This design comes from an exercise in tuning for small area, a short achievable clock period and few clock cycles on the open sky130 flow, not from production work.
In this exercise RTL edits were held to simulation tests only and were not proved equivalent to the original.
Power is estimated from default activity; no workload was simulated.

## flow/design.v (module list and top-level ports; edited modules follow where they fit)
// module dts_sine_rom: 267 lines
// module dts_ctrl: 111 lines
// module dts_datapath: 1624 lines
// module decaying_tone_synth: 50 lines
module decaying_tone_synth (
  input  logic                                clk,
  input  logic                                rst,
  input  logic                                in_valid,
  output logic                                in_ready,
  input  logic                                start_req,
  output logic                                out_valid,
  input  logic                                out_ready,
  output logic signed [dts_pkg::SAMPLE_W-1:0] sample,
  output logic                                done_res,
  input  logic                                cfg_valid,
  output logic                                cfg_ready,
  input  logic [dts_pkg::CFG_IDX_W-1:0]       cfg_index,
  input  logic [dts_pkg::CFG_DATA_W-1:0]      cfg_data
);
  // ...
==> flow/run.sh <==
#!/bin/bash
# synth_recipe.tcl (not shown) runs the flow's synth.tcl, then flattens the netlist and writes it again
# the make line also repeats each setting of config.mk as NAME=value (left out here)
make -C /OpenROAD-flow-scripts/flow DESIGN_CONFIG=/design/flow/config.mk WORK_HOME=/design/flow/orfs CLKGATE_MAP_FILE= SYNTH_SCRIPT=/design/flow/synth_recipe.tcl finish
==> flow/config.mk <==
export PLATFORM = sky130hd
export DESIGN_NAME = decaying_tone_synth
export DESIGN_NICKNAME = decaying_tone_synth
export VERILOG_FILES = /design/flow/design.v
export SDC_FILE = /design/flow/constraint.sdc
export NUM_CORES = 4
export LEC_CHECK = 0
export CAP_MARGIN = 60
export CORE_MARGIN = 2
export CORE_UTILIZATION = 25
export PLACE_DENSITY = 0.45
export SLEW_MARGIN = 60
export SYNTH_MEMORY_MAX_BITS = 16384
==> flow/constraint.sdc <==
create_clock -name core_clock -period 10.0 [get_ports {clk}]
set_input_delay 2.0000 -clock core_clock [delete_from_list [all_inputs] [get_ports {clk}]]
set_output_delay 2.0000 -clock core_clock [all_outputs]
set_load 0.01 [all_outputs]
==> results.cfg, run 1 <==
[flow_run]
cap_violations = 0

[placement]
dp.cells = 7489
hpwl_mm = 102
place_area_sq_um = 49700

[route]
dr_wl_met3_mm = 7.58
routedLengthMet1_mm = 68.2
drc = 0
num_vias = 37983

[synth]
synth.area.mux_share_pct = 1.58
synth_xor_area_share_pct = 7.94
synth_edf_count = 121
yosys_warnings = 4

[run_status]
outcome = finished clean

[cells_and_area]
layout_commonest_cell = nand2_1
buffers = 134
multi_input_cells = 3798
clkbuf_count = 96
largest_reg_flops = 105
fin_cells = 7627
layout_common_cells = 474 x nand2_1, 466 x inv_1, 422 x dfxtp_1

[die]
core_sq_um = 186000
taps = 2480
ios = 60
num_rows = 158

[timing]
worst_slack_ns = 6.05
fmax_mhz = 253

[clock_tree]
clockBufferDepth = 3
insertion_delay_ns = 0.68
cts_buffers = 73

[global_route]
use_met1_pct = 21.2

[setup_path]
r2r-start = u_datapath.phase_acc[23]
cp.required_ns = 10.49

[pwr]
clock_power_share_pct = 20.0
Testbench counts, summed over its fixed seeds: cycles 12,816.
==> run 2: changes to the inputs <==
--- a/flow/design.v
+++ b/flow/design.v
@@ -14,17 +14,17 @@
   localparam logic [FREQ_W-1:0]  FREQ_RST   = 15'd500;
   localparam logic [PSTEP_W-1:0] PSTEP_RST  = 32'd48695733;
   localparam logic [COUNT_W-1:0] COUNT_RST  = 20'd4410;
   localparam logic [ESTEP_W-1:0] ESTEP_RST  = 16'd15;
   localparam logic [FREQ_W-1:0]  HALF_ENABLE_HZ = 15'd200;
   localparam logic [ENV_W-1:0]   ENV_FULL       = 16'hFFFF;
   localparam int                 GAIN_MAIN      = 9830;
   localparam int                 GAIN_HALF      = 3277;
-  localparam int CREDITS     = 8;
+  localparam int CREDITS     = 7;
 endpackage
 `timescale 1ns / 1ps
 module dts_sine_rom (
   input  logic [8:0]  j,
   output logic [14:0] m
 );
   always_comb begin
     case (j)
@@ -430,94 +430,70 @@
       case (cfg_index)
         2'd0: half_en       <= cfg_data[dts_pkg::FREQ_W-1:0] > dts_pkg::HALF_ENABLE_HZ;
         2'd1: phase_step    <= cfg_data[dts_pkg::PSTEP_W-1:0];
         2'd2: sample_count  <= cfg_data[dts_pkg::COUNT_W-1:0];
         default: envelope_step <= cfg_data[dts_pkg::ESTEP_W-1:0];
       endcase
     end
   end
-  logic                          req;
-  logic                          req_start;
-  always_ff @(posedge clk) begin
-    if (rst) begin
-      req <= 1'b0;
-    end else begin
-      req <= accept;
-    end
-    req_start <= start_req;
-  end
   logic                          over_run;
   logic                          count_zero;
   logic                          over;
   assign over_run   = sample_index >= sample_count;
   assign count_zero = sample_count == '0;
-  assign over       = req_start ? count_zero : over_run;
+  assign over       = start_req ? count_zero : over_run;
   always_ff @(posedge clk) begin
     if (rst) begin
       sample_index   <= dts_pkg::COUNT_RST;
       phase_acc      <= '0;
-    end else if (req) begin
-      if (req_start) begin
+    end else if (accept) begin
+      if (start_req) begin
         if (count_zero) begin
           sample_index   <= '0;
           phase_acc      <= '0;
         end else begin
           sample_index   <= dts_pkg::COUNT_W'(1);
           phase_acc      <= {1'b0, phase_step};
         end
       end else if (!over_run) begin
         sample_index   <= sample_index + dts_pkg::COUNT_W'(1);
         phase_acc      <= phase_acc + {1'b0, phase_step};
       end
     end
   end
   logic [8:0]                j_main, j_half;
   logic                      s0_valid, s0_over;
   logic [8:0]                s0_jm, s0_jh;
-  logic [8:0]                s0_jm_n, s0_jh_n;
   logic                      s0_ms, s0_hs;
   logic                      s0_start;
   assign j_main = phase_acc[30] ? (9'd256 - {1'b0, phase_acc[29:22]}) : {1'b0, phase_acc[29:22]};
   assign j_half = phase_acc[31] ? (9'd256 - {1'b0, phase_acc[30:23]}) : {1'b0, phase_acc[30:23]};
   always_ff @(posedge clk) begin
     if (rst) begin
       s0_valid <= 1'b0;
     end else begin
-      s0_valid <= req;
+      s0_valid <= accept;
     end
     s0_over <= over;
-    s0_jm   <= req_start ? '0 : j_main;
-    s0_jm_n <= req_start ? '1 : ~j_main;
-    s0_ms   <= phase_acc[31] && !req_start;
-    s0_jh   <= (req_start || !half_en) ? '0 : j_half;
-    s0_jh_n <= (req_start || !half_en) ? '1 : ~j_half;
-    s0_hs   <= phase_acc[32] && !req_start && half_en;
-    s0_start <= req_start;
+    s0_jm   <= start_req ? '0 : j_main;
+    s0_ms   <= phase_acc[31] && !start_req;
+    s0_jh   <= (start_req || !half_en) ? '0 : j_half;
+    s0_hs   <= phase_acc[32] && !start_req && half_en;
+    s0_start <= start_req;
   end
   logic [14:0] rom_main_m, rom_half_m;
-  logic [14:0] rom_main_hi, rom_main_lo, rom_half_hi, rom_half_lo;
-  dts_sine_rom u_rom_main_hi (
+  dts_sine_rom u_rom_main (
     .j (s0_jm),
-    .m (rom_main_hi)
-  );
-  dts_sine_rom u_rom_main_lo (
-    .j (~s0_jm_n),
-    .m (rom_main_lo)
+    .m (rom_main_m)
   );
-  dts_sine_rom u_rom_half_hi (
+  dts_sine_rom u_rom_half (
     .j (s0_jh),
-    .m (rom_half_hi)
-  );
-  dts_sine_rom u_rom_half_lo (
-    .j (~s0_jh_n),
-    .m (rom_half_lo)
+    .m (rom_half_m)
   );
-  assign rom_main_m = {rom_main_hi[14:8], rom_main_lo[7:0]};
-  assign rom_half_m = {rom_half_hi[14:8], rom_half_lo[7:0]};
   logic                      s1_valid, s1_over;
   logic [14:0]               s1_x;
   logic [15:0]               s1_y;
   logic                      s1_ms, s1_d;
   logic                      s1_start;
   always_ff @(posedge clk) begin
     if (rst) begin
       s1_valid <= 1'b0;
==> flow/flow/run.sh (new file) <==
#!/bin/bash
set -euo pipefail
sed 's/"\${@:-finish}"/SETUP_SLACK_MARGIN=6.9 "${@:-finish}"/' standard.sh > standard_margin.sh
grep -q 'SETUP_SLACK_MARGIN=6.9' standard_margin.sh
bash standard_margin.sh > flow_make.log 2>&1
==> flow/standard.sh (new file) <==
#!/bin/bash
# synth_recipe.tcl (not shown) runs the flow's synth.tcl, then flattens the netlist and writes it again
# the make line also repeats each setting of config.mk as NAME=value (left out here)
make -C /OpenROAD-flow-scripts/flow DESIGN_CONFIG=/design/flow/config.mk WORK_HOME=/design/flow/orfs CLKGATE_MAP_FILE= SYNTH_SCRIPT=/design/flow/synth_recipe.tcl "${@:-finish}"
removed: flow/run.sh
==> results.cfg, run 2 <==
[clock_tree]
clockBufferDepth = 3
clk_pin_slew_worst_paths_ns = 0.06
cts_hold_buf = 0
root_buffer = clkbuf_16
cts_buffers = 69
htreeDepth = 3
insertion_delay_ns = 0.65
cts.sinks = 563
cts_tree = built

[setup_path]
cp.required_ns = 10.56
r2r-start = u_datapath.s3_two[1]
worstPathArrival_ns = 3.97
cp_max_fo = 6
regToRegSetupSlack_ns = 6.59
reg2reg_depth = 11
critical_path_class = register to register
cp-start-kind = register
end_kind = register
timing.rr.end = u_datapath.s4_p1[28]

[synth]
yosys_warnings = 4
yosysSeqAreaShare_pct = 27.5
yosysTopAreaCell = dfxtp_1
synth_top_flop_cell = dfxtp_1
synth_edf_count = 106
synth_top_area_share_pct = 20.4
ys_top_cells_by_area = dfxtp_1 20%, fa_1 16%, ha_1 7.2%, edfxtp_1 7.1%, xnor2_1 5.2%
synthArstFlopShare_pct = 0
synth_fp_nets = 5767
synth_cells = 5120
synth_area_sq_um = 44800
avgSynthCellArea_sq_um = 8.75
ys_ff_latch = 563
ys_types = 85
synth_most_common_cell = dfxtp_1
synthTopCellsByCount = 457 x dfxtp_1, 454 x inv_1, 440 x nand2_1

[cells_and_area]
largest_reg_flops = 90
fin_cells = 7433
top_register = u_ctrl.mem
antenna_cells = 0
top_regs = u_ctrl.mem: 90 flops, u_datapath.s4_p0: 46 flops, u_datapath.s4_p1: 45 flops
area_delta_synth_final_pct = 18.7
layout_common_cells = 431 x nand2_1, 400 x inv_1, 372 x dfxtp_1
layout_commonest_cell = nand2_1
final_area_sq_um = 53200
num-nets-final = 5672
layout-drive-gt1-share_pct = 15.9

[route]
wl_mm = 154
num_vias = 38012
vias_per_cell = 5.11
dr.pass1.iters = 6
ant_nets = 0
drt_iter0_drc = 3418
wl_per_cell_um = 20.8
drc = 0

[timing]
report.final.slew_viol_count = 0
skew_ns = 0.0421
setup_viol = 0
rsz0062_at_grt = yes
hold_violations = 0
final.setup.tns_ns = 0
post-route-period-util_pct = 34.1
fin_crit_ns = 3.41
fmax_mhz = 293
slew_headroom_pct = 60.2
tightestPinTransition_ns = 0.597

[placement]
hpwl_mm = 103
dp.cells = 7199
gp_congestion = 0.941
place_area_sq_um = 47900
io_buffers = 58

[die]
core_sq_um = 178000
start_util_pct = 25.1
ios = 60
dieHeight_um = 427
num_rows = 155
dieWidth_um = 427
die-area_sq_um = 183000

[global_route]
grt_pass1_vias = 37793
grt_usage_pct = 16.5
antenna_found_initial = 2
grt_max_degree = 87
grt_first_pass_wirelength_mm = 236
overflow = 0

[run_status]
outcome = finished clean

[min_path]
hold_path.class = register to register
hp-start = u_datapath.s1_ms
holdPathEnd = u_datapath.s2_ms
whs_path_depth = 0

[flow_run]
cap_violations = 0

[pwr]
leakage_nw = 20.6
vdd_drop_max_mv = 0.210
powerDensity_nw_per_um2 = 341
[run 2: worst max path at each step]
stage	start	end	slack, ns	cells past startpoint
floorplan	start_req	u_datapath.phase_acc[29]	6.78	6
global route	u_datapath.s2_r2[9]	u_datapath.s3_mix[26]	6.45	11
detailed placement	start_req	u_datapath.phase_acc[29]	5.61	9
CTS	u_datapath.s2_r0[9]	u_datapath.s3_mix[26]	6.52	11
finish	u_datapath.s3_two[1]	u_datapath.s4_p1[28]	6.59	11
global placement	start_req	u_datapath.phase_acc[29]	5.44	9
[run 2: what timing repair did]
action | CTS | global route
cloned | 20 | 4
pin swaps | 112 | 156
setup buffers | 40 | 46
endpoints found under the setup margin | 259 | 203
resized for setup | 364 | 201
[run 2: layout make-up]
| type | instances | area (sq um) |
|---|---|---|
| clock buffer | 95 | 2020 |
| clock inverter | 29 | 395 |
| fill | 18705 | 125000 |
| inverter | 462 | 1780 |
| multi-input combinational | 3690 | 30600 |
| sequential | 563 | 12600 |
| tap | 2355 | 2950 |
| timing repair buffer | 239 | 2900 |
[run 2: critical path, stage by stage (launching register included)]
cell and delay (ns):
dfxtp_4 0.39, buf_12 0.16, buf_12 0.14, a22oi_2 0.15
xnor2_1 0.10, ha_1 0.34, fa_2 0.42, fa_1 0.49
inv_1 0.05, fa_1 0.51, inv_2 0.04, fa_2 0.51
[run 2: metrics by stage]
step	util (%)	total power [mW]	setup WS [ns]	hold WS, ns
2_1_floorplan	-	11.3	6.78	0.310
3_3_place_gp	26.7	14.6	5.44	0.312
3_5_place_dp	26.9	14.8	5.61	0.312
4_1_cts	29.2	17.9	6.52	0.325
5_1_grt	29.9	20.0	6.45	0.330
6_report	29.9	18.1	6.59	0.325
[run 2: report_power, final]
| group | switching (mW) | internal (mW) | total, mW |
|---|---|---|---|
| sequential | 0.861 | 3.37 | 4.23 |
| combinational | 6.52 | 4.79 | 11.3 |
| clock | 1.04 | 1.56 | 2.60 |
| total | 8.42 | 9.72 | 18.1 |
[run 2: logic make-up after synthesis]
kind of cell,after synthesis,synth area share (%)
AND/OR/NAND/NOR,1204,12.1
XOR/XNOR,412,8.05
AO/OA/AOI/OAI,1424,20.8
adder cells (fa/ha/maj),607,22.8
other,1,0.00837
buffers and inverters,869,7.35
multiplexers,40,1.30
flip-flops,563,27.5
[run 2: per-layer routing]
layer	GRT usage, %	wire [um]	vias to the layer above
li1	-	-	17595
met4	5.62	5250	4
met3	2.17	8950	324
met1	22.6	69300	18759
met2	26.5	70900	1330
met5	0	46	-
Testbench counts of run 2, summed over its fixed seeds: cycles 12,768.

re-timing with driven ports:
Ports are ideal in the flow. The routed layouts listed here were re-timed in OpenROAD. Step 1, drivers: a clkbuf_16 drives clk and a buf_2 each remaining input, both assumed. Step 2 adds t to the input delays and takes it off the output delays; t is the mean of the earliest and latest rising clock arrival at the registers after step 1. Input paths then give back, and output paths get back, about the clock's delay inside the block. a / b / c = no drivers / after step 1 / after step 2; a / b = the first two.
run	t (ns)	slack for setup (ns)	worst data-port slew with drivers (ns)	pins driven straight from the clock port
run 1	0.737	6.045 / 6.045 / 6.045	0.07	1
run 2	0.710	6.586 / 6.586 / 6.290	0.07	1
After both steps setup and hold are still met in every run listed. For run 2, which loses most, drivers alone change the setup slack by 0.000 ns; drivers and shift together by -0.296 ns.
